Background: an optimization exercise with open tools, aiming at small area. Do not read the settings as production practice. Only simulation tests tie the RTL to the original design; equivalence was not proved. Power figures rest on the tool's default switching activity, not on a simulated workload.

===== flow/design.v =====
package uart_cmd_pkg;
    localparam int CLK_FREQ     = 50_000_000;
    localparam int BAUD_RATE    = 3_125_000;
    localparam int CLKS_PER_BIT = CLK_FREQ / BAUD_RATE;     
    localparam int PAYLOAD_BITS = 8;
    localparam int ADDR_BITS    = 7;
    localparam int MEM_DEPTH    = 1 << ADDR_BITS;
    localparam int CLK_CNT_BITS = $clog2(CLKS_PER_BIT);
    localparam int BIT_CNT_BITS = $clog2(PAYLOAD_BITS);
    typedef logic [PAYLOAD_BITS-1:0] byte_t;
    typedef logic [ADDR_BITS-1:0]    addr_t;
    typedef enum logic {
        OP_READ  = 1'b0,
        OP_WRITE = 1'b1
    } opcode_e;
    typedef enum logic [2:0] {
        RX_IDLE, RX_START, RX_DATA, RX_PARITY, RX_STOP
    } rx_state_e;
    typedef enum logic [2:0] {
        TX_IDLE, TX_START, TX_DATA, TX_PARITY, TX_STOP
    } tx_state_e;
endpackage
`timescale 1ns/1ps
module uart_frame_rx (
    input  logic                clk,
    input  logic                rst_n,
    input  logic                rx,
    output logic                byte_valid,
    output uart_cmd_pkg::byte_t rx_byte
);
    localparam int CW = uart_cmd_pkg::CLK_CNT_BITS;
    localparam int BW = uart_cmd_pkg::BIT_CNT_BITS;
    uart_cmd_pkg::rx_state_e state;
    logic [CW-1:0]           clk_cnt;
    logic [BW-1:0]           bit_cnt;
    logic                    half_tick;
    logic                    bit_tick;
    assign half_tick = clk_cnt == CW'(uart_cmd_pkg::CLKS_PER_BIT / 2 - 1);
    assign bit_tick  = clk_cnt == CW'(uart_cmd_pkg::CLKS_PER_BIT - 1);
    always_ff @(posedge clk or negedge rst_n) begin
        if (!rst_n) begin
            state      <= uart_cmd_pkg::RX_IDLE;
            clk_cnt    <= '0;
            bit_cnt    <= '0;
            byte_valid <= 1'b0;
        end else begin
            byte_valid <= 1'b0;
            case (state)
                uart_cmd_pkg::RX_IDLE: begin
                    clk_cnt <= '0;
                    bit_cnt <= '0;
                    if (!rx) begin
                        state <= uart_cmd_pkg::RX_START;
                    end
                end
                uart_cmd_pkg::RX_START: begin
                    clk_cnt <= clk_cnt + 1'b1;
                    if (half_tick) begin
                        clk_cnt <= '0;
                        state   <= rx ? uart_cmd_pkg::RX_IDLE : uart_cmd_pkg::RX_DATA;
                    end
                end
                uart_cmd_pkg::RX_DATA: begin
                    clk_cnt <= clk_cnt + 1'b1;
                    if (bit_tick) begin
                        clk_cnt <= '0;
                        bit_cnt <= bit_cnt + 1'b1;
                        if (bit_cnt == BW'(uart_cmd_pkg::PAYLOAD_BITS - 1)) begin
                            state <= uart_cmd_pkg::RX_PARITY;
                        end
                    end
                end
                uart_cmd_pkg::RX_PARITY: begin
                    clk_cnt <= clk_cnt + 1'b1;
                    if (bit_tick) begin      
                        clk_cnt <= '0;
                        state   <= uart_cmd_pkg::RX_STOP;
                    end
                end
                uart_cmd_pkg::RX_STOP: begin
                    clk_cnt <= clk_cnt + 1'b1;
                    if (bit_tick) begin
                        clk_cnt    <= '0;
                        byte_valid <= 1'b1;
                        state      <= uart_cmd_pkg::RX_IDLE;
                    end
                end
                default: state <= uart_cmd_pkg::RX_IDLE;
            endcase
        end
    end
    always_ff @(posedge clk) begin
        if (state == uart_cmd_pkg::RX_DATA && bit_tick) begin
            rx_byte <= {rx_byte[uart_cmd_pkg::PAYLOAD_BITS-2:0], rx};
        end
    end
endmodule
`timescale 1ns/1ps
module cmd_decode (
    input  logic                clk,
    input  logic                rst_n,
    input  logic                byte_valid,
    input  uart_cmd_pkg::byte_t rx_byte,
    output logic                   cmd_valid,    
    output uart_cmd_pkg::opcode_e  cmd_op,
    output uart_cmd_pkg::addr_t    cmd_addr,
    output uart_cmd_pkg::byte_t    cmd_data      
);
    logic                data_pending;    
    uart_cmd_pkg::addr_t wr_addr;
    logic                is_write;
    assign is_write = rx_byte[uart_cmd_pkg::PAYLOAD_BITS-1];
    always_ff @(posedge clk or negedge rst_n) begin
        if (!rst_n) begin
            data_pending  <= 1'b0;
            cmd_valid <= 1'b0;
        end else begin
            cmd_valid <= 1'b0;
            if (byte_valid) begin
                if (data_pending) begin
                    data_pending  <= 1'b0;
                    cmd_valid <= 1'b1;
                end else if (is_write) begin
                    data_pending <= 1'b1;
                end else begin
                    cmd_valid <= 1'b1;      
                end
            end
        end
    end
    always_ff @(posedge clk) begin
        if (byte_valid) begin
            if (data_pending) begin
                cmd_op   <= uart_cmd_pkg::OP_WRITE;
                cmd_addr <= wr_addr;
                cmd_data <= rx_byte;
            end else if (is_write) begin
                wr_addr <= rx_byte[uart_cmd_pkg::ADDR_BITS-1:0];
            end else begin
                cmd_op   <= uart_cmd_pkg::OP_READ;
                cmd_addr <= rx_byte[uart_cmd_pkg::ADDR_BITS-1:0];
            end
        end
    end
endmodule
`timescale 1ns/1ps
module reg_mem (
    input  logic                clk,
    input  logic                rst_n,
    input  logic                cmd_valid,
    input  uart_cmd_pkg::opcode_e cmd_op,
    input  uart_cmd_pkg::addr_t cmd_addr,
    input  uart_cmd_pkg::byte_t cmd_data,
    output logic                rd_valid,
    output uart_cmd_pkg::byte_t rd_data
);
    uart_cmd_pkg::byte_t mem [uart_cmd_pkg::MEM_DEPTH];
    logic                do_write;
    logic                do_read;
    assign do_write = cmd_valid && cmd_op == uart_cmd_pkg::OP_WRITE;
    assign do_read  = cmd_valid && cmd_op == uart_cmd_pkg::OP_READ;
    always_ff @(posedge clk) begin
        if (do_write) begin
            mem[cmd_addr] <= cmd_data;
        end
    end
    always_ff @(posedge clk) begin
        if (do_read) begin
            rd_data <= mem[cmd_addr];
        end
    end
    always_ff @(posedge clk or negedge rst_n) begin
        if (!rst_n) begin
            rd_valid <= 1'b0;
        end else begin
            rd_valid <= do_read;
        end
    end
endmodule
`timescale 1ns/1ps
module reply_tx (
    input  logic                clk,
    input  logic                rst_n,
    input  logic                rd_valid,
    input  uart_cmd_pkg::byte_t rd_data,
    output logic                tx
);
    localparam int CW  = uart_cmd_pkg::CLK_CNT_BITS;
    localparam int BW  = uart_cmd_pkg::BIT_CNT_BITS;
    localparam int MSB = uart_cmd_pkg::PAYLOAD_BITS - 1;
    uart_cmd_pkg::tx_state_e state;
    logic [CW-1:0]           clk_cnt;
    logic [BW-1:0]           bit_cnt;
    logic                    bit_end;
    uart_cmd_pkg::byte_t     tx_shift;
    logic                    tx_parity;
    assign bit_end = clk_cnt == CW'(uart_cmd_pkg::CLKS_PER_BIT - 1);
    always_ff @(posedge clk or negedge rst_n) begin
        if (!rst_n) begin
            state   <= uart_cmd_pkg::TX_IDLE;
            clk_cnt <= '0;
            bit_cnt <= '0;
            tx      <= 1'b1;
        end else begin
            clk_cnt <= clk_cnt + 1'b1;
            case (state)
                uart_cmd_pkg::TX_IDLE: begin
                    clk_cnt <= '0;
                    bit_cnt <= '0;
                    if (rd_valid) begin
                        tx    <= 1'b0;      
                        state <= uart_cmd_pkg::TX_START;
                    end
                end
                uart_cmd_pkg::TX_START: begin
                    if (bit_end) begin
                        tx    <= tx_shift[MSB];
                        state <= uart_cmd_pkg::TX_DATA;
                    end
                end
                uart_cmd_pkg::TX_DATA: begin
                    if (bit_end) begin
                        bit_cnt <= bit_cnt + 1'b1;
                        if (bit_cnt == BW'(MSB)) begin
                            tx    <= tx_parity;
                            state <= uart_cmd_pkg::TX_PARITY;
                        end else begin
                            tx <= tx_shift[MSB];
                        end
                    end
                end
                uart_cmd_pkg::TX_PARITY: begin
                    if (bit_end) begin
                        tx    <= 1'b1;      
                        state <= uart_cmd_pkg::TX_STOP;
                    end
                end
                uart_cmd_pkg::TX_STOP: begin
                    if (bit_end) begin
                        state <= uart_cmd_pkg::TX_IDLE;
                    end
                end
                default: state <= uart_cmd_pkg::TX_IDLE;
            endcase
        end
    end
    always_ff @(posedge clk) begin
        if (state == uart_cmd_pkg::TX_IDLE && rd_valid) begin
            tx_shift  <= rd_data;
            tx_parity <= ^rd_data;
        end else if (bit_end && (state == uart_cmd_pkg::TX_START ||
                                 state == uart_cmd_pkg::TX_DATA)) begin
            tx_shift <= {tx_shift[MSB-1:0], 1'b0};
        end
    end
endmodule
`timescale 1ns/1ps
module uart_cmd_slave (
    input  logic clk,
    input  logic rst_n,
    input  logic rx,
    output logic tx
);
    logic                byte_valid;
    uart_cmd_pkg::byte_t rx_byte;
    logic                rd_valid;
    uart_cmd_pkg::byte_t rd_data;
    logic                  cmd_valid;
    uart_cmd_pkg::opcode_e cmd_op;
    uart_cmd_pkg::addr_t   cmd_addr;
    uart_cmd_pkg::byte_t   cmd_data;
    uart_frame_rx u_rx (
        .clk        (clk),
        .rst_n      (rst_n),
        .rx         (rx),
        .byte_valid (byte_valid),
        .rx_byte    (rx_byte)
    );
    cmd_decode u_decode (
        .clk        (clk),
        .rst_n      (rst_n),
        .byte_valid (byte_valid),
        .rx_byte    (rx_byte),
        .cmd_valid  (cmd_valid),
        .cmd_op     (cmd_op),
        .cmd_addr   (cmd_addr),
        .cmd_data   (cmd_data)
    );
    reg_mem u_mem (
        .clk      (clk),
        .rst_n    (rst_n),
        .cmd_valid (cmd_valid),
        .cmd_op   (cmd_op),
        .cmd_addr (cmd_addr),
        .cmd_data (cmd_data),
        .rd_valid (rd_valid),
        .rd_data  (rd_data)
    );
    reply_tx u_tx (
        .clk      (clk),
        .rst_n    (rst_n),
        .rd_valid (rd_valid),
        .rd_data  (rd_data),
        .tx       (tx)
    );
endmodule

===== flow/run.sh =====
#!/bin/bash
# synth_recipe.tcl (not shown) runs the flow's synth.tcl, then flattens the netlist and writes it again
# the make line also repeats each setting of config.mk as NAME=value (left out here)
make -C /OpenROAD-flow-scripts/flow DESIGN_CONFIG=/design/flow/config.mk WORK_HOME=/design/flow/orfs CLKGATE_MAP_FILE= SYNTH_SCRIPT=/design/flow/synth_recipe.tcl finish

===== flow/config.mk =====
export PLATFORM = sky130hd
export DESIGN_NAME = uart_cmd_slave
export DESIGN_NICKNAME = uart_cmd_slave
export VERILOG_FILES = /design/flow/design.v
export SDC_FILE = /design/flow/constraint.sdc
export NUM_CORES = 4
export LEC_CHECK = 0
export CAP_MARGIN = 20
export CORE_MARGIN = 2
export CORE_UTILIZATION = 40
export SLEW_MARGIN = 20

===== flow/constraint.sdc =====
create_clock -name core_clock -period 20.0 [get_ports {clk}]
set_input_delay 4.0000 -clock core_clock [delete_from_list [all_inputs] [get_ports {clk}]]
set_output_delay 4.0000 -clock core_clock [all_outputs]
set_load 0.01 [all_outputs]

==> results.toml <==
[worst_setup_path]
r2r_cells = 9
path_class = "flip-flop to primary output"
endpoint = "tx"
endpoint_kind = "primary output"
worstPathMaxFanout = 3
critPathLaunch = "u_tx.tx"
crit_arrival_ps = 1750
critPathMaxStageDelay_ps = 540
start_kind = "flip-flop"
path_buf_inv = 1
crit_chain = "clkdlybuf4s50_1"
r2r-end = "u_mem.rd_data[1]"
cp_top_family = "flip-flops"
cp.depth = 1
rrSetupSlack_ps = 15260
cp_slowest_cell = "dfstp_2"
r2r_start = "u_decode.cmd_addr[1]"
crit_required_ps = 16000

[final_layout]
nNetsFinal = 2630
syn_to_final_growth_pct = 11.9
post-route-util_pct = 45.3
drive_gt1_share_pct = 12.8
seq_area_sq_um = 32800
fillerInstances = 9085
multi_input_area_sq_um = 9720
fin_area_sq_um = 48600

[clocking]
cts-root-buf = "clkbuf_16"
insertion_delay_ps = 710
path_clk_slew_ps = 60
cts.sinks = 1097
post_cts_resized = 0
hold_buffers = 0
clock_path_buffers = 3
cts_setup_buffers = 0
htreeDepth = 3
cts_tree = "built"
cts_buffers = 111

[routing]
via_per_inst = 6.39
drtIter0Drc = 4218
antenna_left = 0
firstDrtPassIters = 7
drc = 0
vias = 26310
wl_microns = 132000
routedWlPerCell_microns = 32.0

[power_and_ir_drop]
power_leakage_nw = 15.3
irDropWorstVdd_mv = 0.0697
pwr_density_cell_nw_per_um2 = 94.0
total_power_mw = 4.57

[logic_synthesis]
async_flop_share_pct = 2.28
synth_nets = 2645
syn_inst = 2636
netlist_area_sq_um = 43400
ys_ff_latch = 1097
synth_warnings = 4
yosysSeqAreaShare_pct = 75.6
yosysUniqueCellTypes = 84
synth_edf_count = 1072
ys.flop_type = "edfxtp_1"
avgSynthCellArea_sq_um = 16.5

[timing]
finalSetupViolations = 0
slew_headroom_pct = 21.6
drv_slew = 0
max_freq_mhz = 174
holdWs_ps = 475
final_hold_viol_count = 0
skew_ps = 44.8
period_needed_ps = 5750
fin_tns_setup_ps = 0
timing.final.crit_share_pct = 28.8
rsz0062_at_grt = "false"
worst_pin_slew_ps = 1180

[floorplanning]
pin_count = 4
num_rows = 120
die_w_microns = 334
dieArea_sq_um = 111000
start_util_pct = 40.5
die_h_microns = 334
core-area_sq_um = 107000

[job]
cap_violations = 0

[hold_path]
hold_class = "flip-flop to flip-flop"

[placement]
post_dp_cell_area_sq_um = 44900
io_buffers = 3
hpwlAfterDp_microns = 75100
place_congestion = 0.875

[global_routing]
grt_pass1_wl_microns = 189000
grt_usage_pct = 23.3
grt_pass1_vias = 25810
antenna_found_initial = 5
grt_overflow = 0
grt_max_degree = 125

[run_status]
status = "timing/DRC/antenna clean"
-- per-layer routing --
layer	vias to the layer above	track usage, %	wire (microns)
met1	13550	31.9	51200
met5	-	0	34
met3	311	4.73	14000
li1	10751	-	-
met2	1692	36.2	60700
met4	6	10.4	5820
-- power by group --
group / switching, mW / leakage [nW] / internal, mW
Combinational: 0.00104 / 3.57 / 0.000245
Clock: 0.891 / 1.77 / 1.19
Sequential: 0 / 9.93 / 2.48
-- per-stage QoR --
stage	cells	setup slack, ps
after global placement	3908	14700
after CTS	4112	14210
after global routing	4115	14200
final	4116	14250
after detailed placement	3908	14620
after floorplan	2636	15450
-- sequential cells by signal, summed over array words and instances (netlist names) --
name,count
u_tx.bit_cnt,3
u_decode.cmd_addr,7
u_mem.mem,1024
u_rx.state,3
u_decode.wr_addr,7
u_rx.clk_cnt,4
u_rx.rx_byte,8
u_tx.tx_shift,8
u_tx.tx_parity,1
u_mem.rd_data,8
u_tx.tx,1
u_decode.cmd_op,1
u_decode.data_pending,1
u_mem.rd_valid,1
u_tx.clk_cnt,4
u_tx.state,3
u_decode.cmd_data,8
u_decode.cmd_valid,1
u_rx.bit_cnt,3
u_rx.byte_valid,1
-- cell families after synthesis --
logic type | after synthesis | synth area share (%)
flip-flops | 1097 | 75.6
adder cells (fa/ha/maj) | 6 | 0.173
XOR/XNOR | 11 | 0.222
AO/OA/AOI/OAI | 711 | 12.5
AND/OR/NAND/NOR | 419 | 4.54
buffers and inverters | 212 | 2.28
multiplexers | 180 | 4.70
-- cells in the final DEF (no fill, tap or decap), types with 46 or more instances in the layout --
cell type,count
clkbuf_16,111
o22ai_1,63
mux2i_1,113
buf_4,62
o21ai_0,48
a22oi_1,102
edfxtp_1,1072
nor2_1,164
a221oi_1,130
a21oi_1,74
nand2_1,98
a22o_1,46
mux2_2,49
-- area by class of cell --
class                           instances  area share (%)
Inverter                               13           0.103
Tap cell                             1403            3.61
Sequential cell                      1097            67.5
Antenna cell                            1         0.00515
Clock inverter                         72            1.63
Multi-Input combinational cell       1327            20.0
Timing Repair Buffer                   71            1.25
Clock buffer                          132            5.88
-- Yosys cell counts, types with 8 or more instances --
master	number	area [sq um]
a211oi_1	21	158
a21bo_2	15	150
a21oi_1	74	370
a221o_1	14	140
a221oi_1	130	1140
a222oi_1	18	180
a22o_1	46	403
a22oi_1	102	766
a31oi_1	13	81.3
and2_1	18	113
and3_1	9	56.3
and3b_1	8	70.1
buf_1	9	33.8
buf_2	92	460
buf_4	19	143
clkbuf_1	78	293
dfrtp_1	24	601
edfxtp_1	1072	32200
inv_1	9	33.8
mux2_2	49	552
mux2i_1	113	1130
mux4_2	14	315
nand2_1	105	394
nand3_1	15	75.1
nor2_1	167	627
nor2b_1	21	131
nor3_1	22	110
o2111ai_1	8	70.1
o211ai_1	16	120
o21ai_0	48	240
o221ai_1	20	175
o22a_1	24	210
o22ai_1	63	394
o32ai_1	10	87.6
xnor2_1	8	70.1
-- how the worst min path moves through the flow --
stage	slack (ps)	depth (start not counted)	to	start
2_1_floorplan	420	0	u_decode.cmd_op	u_decode.data_pending
6_report	480	1	u_decode.data_pending	u_rx.byte_valid
3_5_place_dp	470	1	u_decode.data_pending	u_rx.byte_valid
5_1_grt	510	1	u_decode.data_pending	u_rx.byte_valid
3_3_place_gp	440	1	u_tx.clk_cnt[0]	u_tx.clk_cnt[0]
4_1_cts	480	1	u_decode.data_pending	u_rx.byte_valid

[static timing again, ports no longer ideal]
Ports are ideal in the flow. The routed layout listed here was re-timed in OpenROAD.
Step 1: set_driving_cell puts a clkbuf_16 on clk and a buf_2 on each other input, an assumption about the parent block.
Step 2 adds t to the input delays and takes it off the output delays; t is the mean of the earliest and latest rising clock arrival at the registers after step 1. Input paths then give back, and output paths get back, about the clock's delay inside the block.
Three values: ideal ports, drivers, drivers and shift; two values: the first two.
t, ns: 0.750
setup slack, ns: 14.250 / 14.184 / 14.758
pins driven straight from the clock port: 1
After both steps this run still meets setup and hold. The setup slack of this run moves by -0.066 ns with the drivers and by +0.508 ns with both steps.
